This design comes from an exercise in tuning for small area, a short achievable clock period and few clock cycles per item on the open sky130 flow, not from production work. At most, simulation tests tie the RTL to the original design; equivalence was not proved. The flow treats the clock pin as an ideal source. Dropping or thinning the clock tree relies on that and would not hold on a real chip.

==> inputs of run A <==
## conv_top
module conv_top (
    input  logic                   sclk,
    input  logic                   s_rst_n,
    input  logic                   cal_start,
    output logic                   busy,
    output conv_pkg::col_addr_t    data_rd_addr,
    output conv_pkg::band_t        row_cnt,
    input  conv_pkg::pix_col_t     col_data,
    output conv_pkg::param_addr_t  param_rd_addr,
    input  conv_pkg::weight_t      param_w_h0,
    input  conv_pkg::weight_t      param_w_h1,
    input  conv_pkg::weight_t      param_w_h2,
    input  conv_pkg::weight_t      param_w_h3,
    input  conv_pkg::weight_t      param_w_h4,
    output conv_pkg::kernel_t      bias_rd_addr,
    input  conv_pkg::bias_t        param_bias,
    output conv_pkg::act_t         conv_rslt_act,
    output logic                   conv_rslt_act_vld
);
    logic [2:0]          band;
    logic                kern;
    logic [3:0]          paddr;
    logic [4:0]          pwr;
    logic                tag_vld;
    logic signed [12:0]  sum;
    logic [11:0]         act;
  ...
clock: 28.0 ns
lec_check: 0
cap_margin: 20
core_margin: 2
core_utilization: 40
cts_buf_list: sky130_fd_sc_hd__clkbuf_4
slew_margin: 20
run.sh (not shown) runs the stock make flow with config.mk's settings and CLKGATE_MAP_FILE= SYNTH_SCRIPT=/design/flow/synth_recipe.tcl, a recipe that flattens the netlist after the stock synthesis.
==> run B: changes against run A <==
==> flow/flow/run.sh (new file) <==
#!/bin/bash
# Standard layout, with port buffers of a fixed cell instead of the
# resizer's pick. Each tool's output goes to its own log under orfs/logs;
# the make output goes to standard.log here.
set -euo pipefail
bash standard.sh "BUFFER_PORTS_ARGS=-buffer_cell sky130_fd_sc_hd__buf_2" finish > standard.log 2>&1
==> flow/standard.sh (new file) <==
#!/bin/bash
# synth_recipe.tcl (not shown) runs the flow's synth.tcl, then flattens the netlist and writes it again
# the make line also repeats each setting of config.mk as NAME=value (left out here)
make -C /OpenROAD-flow-scripts/flow DESIGN_CONFIG=/design/flow/config.mk WORK_HOME=/design/flow/orfs CLKGATE_MAP_FILE= SYNTH_SCRIPT=/design/flow/synth_recipe.tcl "${@:-finish}"
removed: flow/run.sh
==> results.txt <==
Outcome:
- The flow ran to the end and the layout has no timing, DRC or antenna violations.

Place:
- The placed wire-length estimate is 19400 um.

Route:
- In the detailed route, the total length drawn on met3 is 1540 um.
- In this run the top signal layer used is met4.
- The routed layout has 6831 vias.

Global routing:
- The global-route wire length before repair is 41100 um.

Layout:
- In the layout the commonest cells are sky130_fd_sc_hd__dfxtp_1, sky130_fd_sc_hd__fa_1, sky130_fd_sc_hd__inv_1.
- The post-route cell area is 14200 sq um.
[end of results for run B]
==> results.txt <==
Route:
- The highest layer used for signal routing is met5.
- The wire length on met3 is 1560 um.
- The routed layout has 6892 vias.

Outcome:
- The run finished with no timing, DRC or antenna violations.

Global routing:
- The global-route wire length before repair is 41800 um.

Place:
- The placed wire-length estimate is 19400 um.

Logic synthesis:
- The number of enable-type register cells in the synthesized netlist is 25.

Layout:
- After routing the design area is 14700 sq um.
[end of results for run A]
No run of this note included a check of the RTL's function; only the layout flow was run.


==> job 6177 <==
Another version of the RTL of conv_top (not shown whole).
==> module conv_decode, before the edit <==
module conv_decode (
    input  logic        sclk,
    input  logic        s_rst_n,
    input  logic        cal_start,
    output logic        busy,
    output logic [4:0]  col,         
    output logic [2:0]  band,
    output logic        kern,
    output logic [3:0]  paddr,       
    output logic [4:0]  pwr,         
    output logic        tag_vld      
);
    logic        act;            
    logic        act_d;
    logic        kern_d;
    logic        start;
    logic        last_col;
    logic        t0, t1;
    logic [2:0]  psi, psi_d;
    assign start    = cal_start & ~busy;
    assign last_col = (col == 5'(28 - 1));
    assign t0       = act & (col >= 5'(5 - 1));
    assign psi_d    = (psi == 3'd0) ? 3'd4 : psi - 3'd1;
    always_comb begin
        kern_d = kern;
        act_d  = act | start;
        if (act && last_col && band == 3'(8 - 1)) begin
            kern_d = ~kern;
            if (kern)
                act_d = 1'b0;
        end
    end
    always_ff @(posedge sclk or negedge s_rst_n) begin
        if (!s_rst_n) begin
            act   <= 1'b0;
            col   <= '0;
            band  <= '0;
            kern  <= 1'b0;
            psi   <= '0;
            paddr <= '0;
        end else begin
            act   <= act_d;
            kern  <= kern_d;
            psi   <= psi_d;
            paddr <= (kern_d ? 4'd5 : 4'd0) + 4'(psi_d);
            if (act) begin
                if (last_col) begin
                    col  <= '0;
                    band <= band + 3'd1;     
                end else begin
                    col <= col + 5'd1;
                end
            end else if (start) begin
                col <= 5'd1;
            end
        end
    end
    always_ff @(posedge sclk) begin
        for (int q = 0; q < 5; q++)
            pwr[q] <= (psi == 3'(5 - 1 - q));
    end
    always_ff @(posedge sclk or negedge s_rst_n) begin
        if (!s_rst_n) begin
            t1      <= 1'b0;
            tag_vld <= 1'b0;
            busy    <= 1'b0;
        end else begin
            t1      <= t0;
            tag_vld <= t1;
            busy    <= act_d | t0 | t1 | tag_vld;
        end
    end
endmodule
export LEC_CHECK = 0
export CAP_MARGIN = 20
export CORE_MARGIN = 2
export CORE_UTILIZATION = 40
export CTS_BUF_LIST = sky130_fd_sc_hd__clkbuf_8
export CTS_CLUSTER_DIAMETER = 60
export CTS_CLUSTER_SIZE = 16
export SLEW_MARGIN = 20
create_clock -name core_clock -period 28.0 [get_ports {sclk}]
standard.sh (not shown) runs the stock make flow with config.mk's settings and CLKGATE_MAP_FILE= SYNTH_SCRIPT=/design/flow/synth_recipe.tcl, a recipe that flattens the netlist after the stock synthesis.
==> flow/flow/run.sh <==
#!/bin/bash
# Standard synthesis, then flow/polarity.py drops the inverters that
# synthesis leaves between full adders (a full adder is self-dual, so an fa
# cell may work on inverted signals), then the standard layout from the
# edited netlist, with port buffers of a fixed cell. Make output goes to
# standard_*.log here, each tool's own log to orfs/logs.
set -euo pipefail
R=$PWD/orfs/results/sky130hd/conv_top/base
KN=("BUFFER_PORTS_ARGS=-buffer_cell sky130_fd_sc_hd__buf_2")
if [[ -f flow/knobs.txt ]]; then
  while read -r line; do [[ -n "$line" ]] && KN+=("$line"); done < flow/knobs.txt
fi
bash standard.sh "${KN[@]}" "$R/1_2_yosys.v" > standard_synth.log 2>&1
cp "$R/1_2_yosys.v" "$R/1_2_yosys_std.v"
python3 flow/polarity.py "$R/1_2_yosys_std.v" "$R/1_2_yosys.v" > polarity.log 2>&1
bash standard.sh "${KN[@]}" finish > standard.log 2>&1
Other scripts of this flow, unchanged in this note and not shown: flow/flow/polarity.py
==> inputs of job 5457, as changes to job 6177 <==
--- a/flow/design.v
+++ b/flow/design.v
@@ -28,22 +28,20 @@
 );
     logic        act;            
-    logic        act_d;
-    logic        kern_d;
+    logic        go;             
     logic        start;
     logic        last_col;
+    logic        kern_d;
     logic        t0, t1;
-    logic [2:0]  psi, psi_d;
+    logic [2:0]  psi, psi_d, psi_p;
     assign start    = cal_start & ~busy;
     assign last_col = (col == 5'(28 - 1));
     assign t0       = act & (col >= 5'(5 - 1));
+    assign go       = act & ~(last_col && band == 3'(8 - 1) && kern);
+    assign kern_d   = (act && last_col && band == 3'(8 - 1)) ? ~kern : kern;
+    assign psi      = kern ? 3'(paddr - 4'd5) : 3'(paddr);
     assign psi_d    = (psi == 3'd0) ? 3'd4 : psi - 3'd1;
-    always_comb begin
-        kern_d = kern;
-        act_d  = act | start;
-        if (act && last_col && band == 3'(8 - 1)) begin
-            kern_d = ~kern;
-            if (kern)
-                act_d = 1'b0;
-        end
+    assign psi_p    = (psi == 3'd4) ? 3'd0 : psi + 3'd1;     
+    for (genvar q = 0; q < 5; q++) begin : g_pwr
+        assign pwr[q] = (psi_p == 3'(5 - 1 - q));
     end
     always_ff @(posedge sclk or negedge s_rst_n) begin
@@ -53,10 +51,8 @@
             band  <= '0;
             kern  <= 1'b0;
-            psi   <= '0;
             paddr <= '0;
         end else begin
-            act   <= act_d;
+            act   <= go | start;
             kern  <= kern_d;
-            psi   <= psi_d;
             paddr <= (kern_d ? 4'd5 : 4'd0) + 4'(psi_d);
             if (act) begin
@@ -67,13 +63,9 @@
                     col <= col + 5'd1;
                 end
-            end else if (start) begin
-                col <= 5'd1;
+            end else begin
+                col <= {4'd0, start};
             end
         end
     end
-    always_ff @(posedge sclk) begin
-        for (int q = 0; q < 5; q++)
-            pwr[q] <= (psi == 3'(5 - 1 - q));
-    end
     always_ff @(posedge sclk or negedge s_rst_n) begin
         if (!s_rst_n) begin
@@ -84,5 +76,5 @@
             t1      <= t0;
             tag_vld <= t1;
-            busy    <= act_d | t0 | t1 | tag_vld;
+            busy    <= start | go | t0 | t1 | tag_vld;
         end
     end
==> flow/flow/knobs.txt (new file) <==
SETUP_SLACK_MARGIN=21.4
CTS_BUF_LIST = sky130_fd_sc_hd__clkbuf_16   (was sky130_fd_sc_hd__clkbuf_8)
CTS_CLUSTER_DIAMETER = 100   (was 60)
CTS_CLUSTER_SIZE = 30   (was 16)
==> flow_metrics.env <==
export IMPL_syn_area_per_cell_um2=13.5
export IMPL_period_needed_ns=6.84
export IMPL_track_usage_pct=16.3
export IMPL_numSequentialCells=271
export IMPL_syn_inst=874
export IMPL_clock_sinks=271
export IMPL_core_area_um2=28900
export IMPL_grt_max_degree=22
export IMPL_drive_gt1_share_pct=13.2
export IMPL_routabilityCongestion=0.832
export IMPL_min_delay_start="u_execute.w[2]$_DFF_P_"
export IMPL_r2r_slack_ns=21.82
export IMPL_holdWs_ns=0.341
export IMPL_status="finished clean"
export IMPL_cp_max_fo=7
The numbers above come from job 6177.

==> flow_metrics.env <==
export IMPL_holdWs_ns=0.330
export IMPL_clock_sinks=263
export IMPL_period_needed_ns=6.68
export IMPL_syn_area_per_cell_um2=13.4
export IMPL_routabilityCongestion=0.856
export IMPL_syn_inst=870
export IMPL_track_usage_pct=16.3
export IMPL_status="finished clean"
export IMPL_cp_max_fo=2
export IMPL_core_area_um2=28700
The numbers above come from job 5457.

Testbench counts of job 6177, summed over its fixed seeds: cycles 21,648, results 18,432.
Testbench counts of job 5457, summed over its fixed seeds: cycles 21,648, results 18,432.


==> trial 79 <==
RTL: one of the versions met above, not the one the previous note started from.
export LEC_CHECK = 0
export CAP_MARGIN = 20
export CORE_MARGIN = 2
export CORE_UTILIZATION = 40
export CTS_BUF_LIST = sky130_fd_sc_hd__clkbuf_16
export CTS_CLUSTER_DIAMETER = 100
export CTS_CLUSTER_SIZE = 30
export SLEW_MARGIN = 20
create_clock -name core_clock -period 28.0 [get_ports {sclk}]
==> flow/flow/run.sh <==
#!/bin/bash
# Standard synthesis, then flow/polarity.py drops the inverters that
# synthesis leaves between full adders (a full adder is self-dual, so an fa
# cell may work on inverted signals), then the standard layout from the
# edited netlist, with port buffers of fixed cells (flow/pre_resize.tcl) and
# one level less in the clock tree (flow/post_cts.tcl). Make output goes to
# standard_*.log here, each tool's own log to orfs/logs.
set -euo pipefail
R=$PWD/orfs/results/sky130hd/conv_top/base
KN=("BUFFER_PORTS_ARGS=-outputs -buffer_cell sky130_fd_sc_hd__buf_2" "PRE_RESIZE_TCL=$PWD/flow/pre_resize.tcl" "POST_CTS_TCL=$PWD/flow/post_cts.tcl")
if [[ -f flow/knobs.txt ]]; then
  while read -r line; do [[ -n "$line" ]] && KN+=("$line"); done < flow/knobs.txt
fi
bash standard.sh "${KN[@]}" "$R/1_2_yosys.v" > standard_synth.log 2>&1
cp "$R/1_2_yosys.v" "$R/1_2_yosys_std.v"
python3 flow/polarity.py "$R/1_2_yosys_std.v" "$R/1_2_yosys.v" > polarity.log 2>&1
bash standard.sh "${KN[@]}" finish > standard.log 2>&1
==> flow/flow/knobs.txt <==
SETUP_SLACK_MARGIN=21.4
CTS_ARGS=-sink_clustering_enable -repair_clock_nets -sink_clustering_size 30 -sink_clustering_max_diameter 100 -buf_list sky130_fd_sc_hd__clkbuf_16 -dont_use_dummy_load
SKIP_REPAIR_TIE_FANOUT=1
==> flow/flow/post_cts.tcl <==
# Runs at the end of the CTS step (POST_CTS_TCL). Reshapes the top of the
# clock tree: the middle level goes, and the leaf buffers are split into four
# groups, each driven by its own root buffer on the clock port, placed at the
# middle of its group. Every register stays two buffers from the clock port,
# so the tree stays balanced; it only gets shorter.
set block [ord::get_db_block]
set port_net [$block findNet sclk]
set nroots 4
proc is_clkbuf {inst} {
  return [string match "sky130_fd_sc_hd__clkbuf_*" [[$inst getMaster] getName]]
}
proc out_net {inst} {
  foreach it [$inst getITerms] {
    if {[$it isOutputSignal]} { return [$it getNet] }
  }
  return "NULL"
}
proc in_iterm {inst} {
  foreach it [$inst getITerms] {
    if {[$it isInputSignal]} { return $it }
  }
  return "NULL"
}
proc center {inst} {
  set b [$inst getBBox]
  return [list [expr {([$b xMin] + [$b xMax]) / 2}] [expr {([$b yMin] + [$b yMax]) / 2}]]
}
set roots {}
foreach it [$port_net getITerms] {
  set inst [$it getInst]
  if {[is_clkbuf $inst]} { lappend roots $inst }
}
if {[llength $roots] != 1} {
  puts "post_cts: [llength $roots] root buffers, tree kept"
  return
}
set root [lindex $roots 0]
set rnet [out_net $root]
# 1. drop the middle level
foreach it [$rnet getITerms] {
  set inst [$it getInst]
  if {$inst eq $root || ![is_clkbuf $inst]} { continue }
  set mnet [out_net $inst]
  set ok 1
  foreach it2 [$mnet getITerms] {
    set i2 [$it2 getInst]
    if {$i2 ne $inst && ![is_clkbuf $i2]} { set ok 0 }
  }
  if {!$ok} { continue }
  foreach it2 [$mnet getITerms] {
    set i2 [$it2 getInst]
    if {$i2 eq $inst} { continue }
    $it2 disconnect
    $it2 connect $rnet
  }
  puts "post_cts: removed [$inst getName]"
  odb::dbInst_destroy $inst
  odb::dbNet_destroy $mnet
}
# 2. the root's loads, all leaf buffers
set leaves {}
foreach it [$rnet getITerms] {
  set inst [$it getInst]
  if {$inst eq $root} { continue }
  if {![is_clkbuf $inst]} {
    puts "post_cts: root drives a register, one root kept"
    estimate_parasitics -placement
    return
  }
  lappend leaves $inst
}
# split into four groups: by x into halves, each half by y into halves
proc by_x {a b} { return [expr {[lindex [center $a] 0] - [lindex [center $b] 0]}] }
proc by_y {a b} { return [expr {[lindex [center $a] 1] - [lindex [center $b] 1]}] }
set sx [lsort -command by_x $leaves]
set h [expr {[llength $sx] / 2}]
set groups {}
foreach half [list [lrange $sx 0 [expr {$h - 1}]] [lrange $sx $h end]] {
  set sy [lsort -command by_y $half]
  set q [expr {[llength $sy] / 2}]
  lappend groups [lrange $sy 0 [expr {$q - 1}]] [lrange $sy $q end]
}
set master [[ord::get_db] findMaster sky130_fd_sc_hd__clkbuf_16]
set k 0
foreach g $groups {
  if {[llength $g] == 0} { continue }
  set sx 0; set sy 0
  foreach l $g { set c [center $l]; incr sx [lindex $c 0]; incr sy [lindex $c 1] }
  set cx [expr {$sx / [llength $g]}]
  set cy [expr {$sy / [llength $g]}]
  if {$k == 0} {
    set r $root
    set n $rnet
    if {[[$r getMaster] getName] ne [$master getName]} { $r swapMaster $master }
  } else {
    set r [odb::dbInst_create $block $master "clkbuf_root_$k"]
    set n [odb::dbNet_create $block "clknet_root_$k"]
    $n setSigType CLOCK
    [$r findITerm A] connect $port_net
    [$r findITerm X] connect $n
    foreach l $g {
      set it [in_iterm $l]
      $it disconnect
      $it connect $n
    }
  }
  $r setLocation $cx $cy
  $r setPlacementStatus PLACED
  puts "post_cts: root [$r getName] drives [llength $g] leaf buffers"
  incr k
}
detailed_placement
check_placement -verbose
estimate_parasitics -placement
report_clock_skew
Other scripts of this flow, unchanged in this note and not shown: flow/flow/polarity.py, flow/flow/pre_resize.tcl
==> inputs of build 43, as changes to trial 79 <==
==> flow/flow/knobs.txt (replaced) <==
SETUP_SLACK_MARGIN=21.4
CTS_ARGS=-sink_clustering_enable -repair_clock_nets -sink_clustering_size 30 -sink_clustering_max_diameter 100 -buf_list sky130_fd_sc_hd__clkbuf_16 -dont_use_dummy_load
--- a/flow/flow/post_cts.tcl
+++ b/flow/flow/post_cts.tcl
@@ -92,5 +92,4 @@
     set r $root
     set n $rnet
-    if {[[$r getMaster] getName] ne [$master getName]} { $r swapMaster $master }
   } else {
     set r [odb::dbInst_create $block $master "clkbuf_root_$k"]
Settings changed: CORE_UTILIZATION 40 to 60, CTS_BUF_LIST sky130_fd_sc_hd__clkbuf_16 to default, CTS_CLUSTER_DIAMETER 100 to default, CTS_CLUSTER_SIZE 30 to default.
==> results.txt <==
Of trial 79 and build 43, trial 79 has the higher clock skew (gap 0.046 ns).
In synthesized cell count, trial 79 and build 43 do not differ.
Between trial 79 and build 43, the lower die area is in build 43 (gap about 50%, measured against build 43).
Register-to-register slack: trial 79 is better than build 43 (0.12 ns).
Of trial 79 and build 43, trial 79 has the higher first-iteration DRC count (gap about 2%, measured against build 43).
In trial 79 the utilization is lower than in build 43, by 23 points.
Build 43 finished clean. Trial 79 went through all stages and came out clean.
Against build 43, the final area of trial 79 is larger by about 0.6%.
In build 43 the fmax is higher than in trial 79, by about 0.32%.
==> figures <==
metric                                                   trial 79         build 43
Number of placed instances with taps included                1317             1207
Estimated wirelength of the detail-placed design         19500 um         18860 um
Vias/cell                                                   4.594            5.097
Starting density of the core                               40.63%           61.73%
Start of the worst register-to-register path       u_execute.p[8]   u_execute.p[6]
Die span in x                                            174.8 um         143.4 um
Vias in the first global route                               6814             7062
First-pass GRT wire length                               37490 um         38110 um
Hold path startpoint                              u_execute.w[29]   u_execute.w[9]
Initial detailed-routing violation count                      353              346
Status                           no timing/DRC/antenna violations  no timing/DRC/antenna violations
Post-route minimum period                                6.513 ns         6.492 ns
End point of the worst hold path                  u_execute.w[69]  u_execute.w[49]
Area of the die                                        30540 um^2       20570 um^2
Max transition margin                                      29.73%           36.05%
First-pass detailed-route iteration total                       7                4
Proportion of cell area occupied by registers              43.83%           44.09%
Wire length on met1                                      11370 um          9885 um
Testbench counts of trial 79, summed over its fixed seeds: cycles 21,648, results 18,432.
Testbench counts of build 43, summed over its fixed seeds: cycles 21,648, results 18,432.

==> static timing again, ports no longer ideal <==
How much do the figures lean on ideal ports? The routed layouts below were timed once more, with nothing changed but the port constraints.
Step 1 (the two cells are an assumption about what drives the block):
set clk [get_ports {sclk}]
set_driving_cell -lib_cell sky130_fd_sc_hd__clkbuf_16 $clk
set_driving_cell -lib_cell sky130_fd_sc_hd__buf_2 [delete_from_list [all_inputs] $clk]
Step 2 times the ports against the registers' clock, not the clock port: input delays grow and output delays shrink by t, the midpoint of the rising clock arrivals with the driver on.
Three values: no drivers, after step 1, after step 2; two values: the first two.
run | t (ns) | setup slack, ns | hold slack, ns | worst data-port slew with drivers (ns) | pins driven straight from the clock port
run A | 0.722 | 20.614 / 20.569 / 20.924 | 0.324 / 0.324 / 0.324 | 0.08 | 1
run B | 0.697 | 21.070 / 21.022 / 21.282 | 0.327 / 0.327 / 0.327 | 0.04 | 1
job 6177 | 0.601 | 21.165 / 21.120 / 21.278 | 0.341 / 0.341 / 0.341 | 0.05 | 1
job 5457 | 0.555 | 21.323 / 21.273 / 21.629 | 0.330 / 0.330 / 0.330 | 0.04 | 1
trial 79 | 0.388 | 21.487 / 21.385 / 21.648 | 0.280 / 0.280 / 0.280 | 0.04 | 4
build 43 | 0.396 | 21.508 / 21.415 / 21.602 | 0.327 / 0.327 / 0.327 | 0.03 | 4
After both steps every run listed still meets setup and hold. The worst setup slack also covers recovery checks on asynchronous resets.
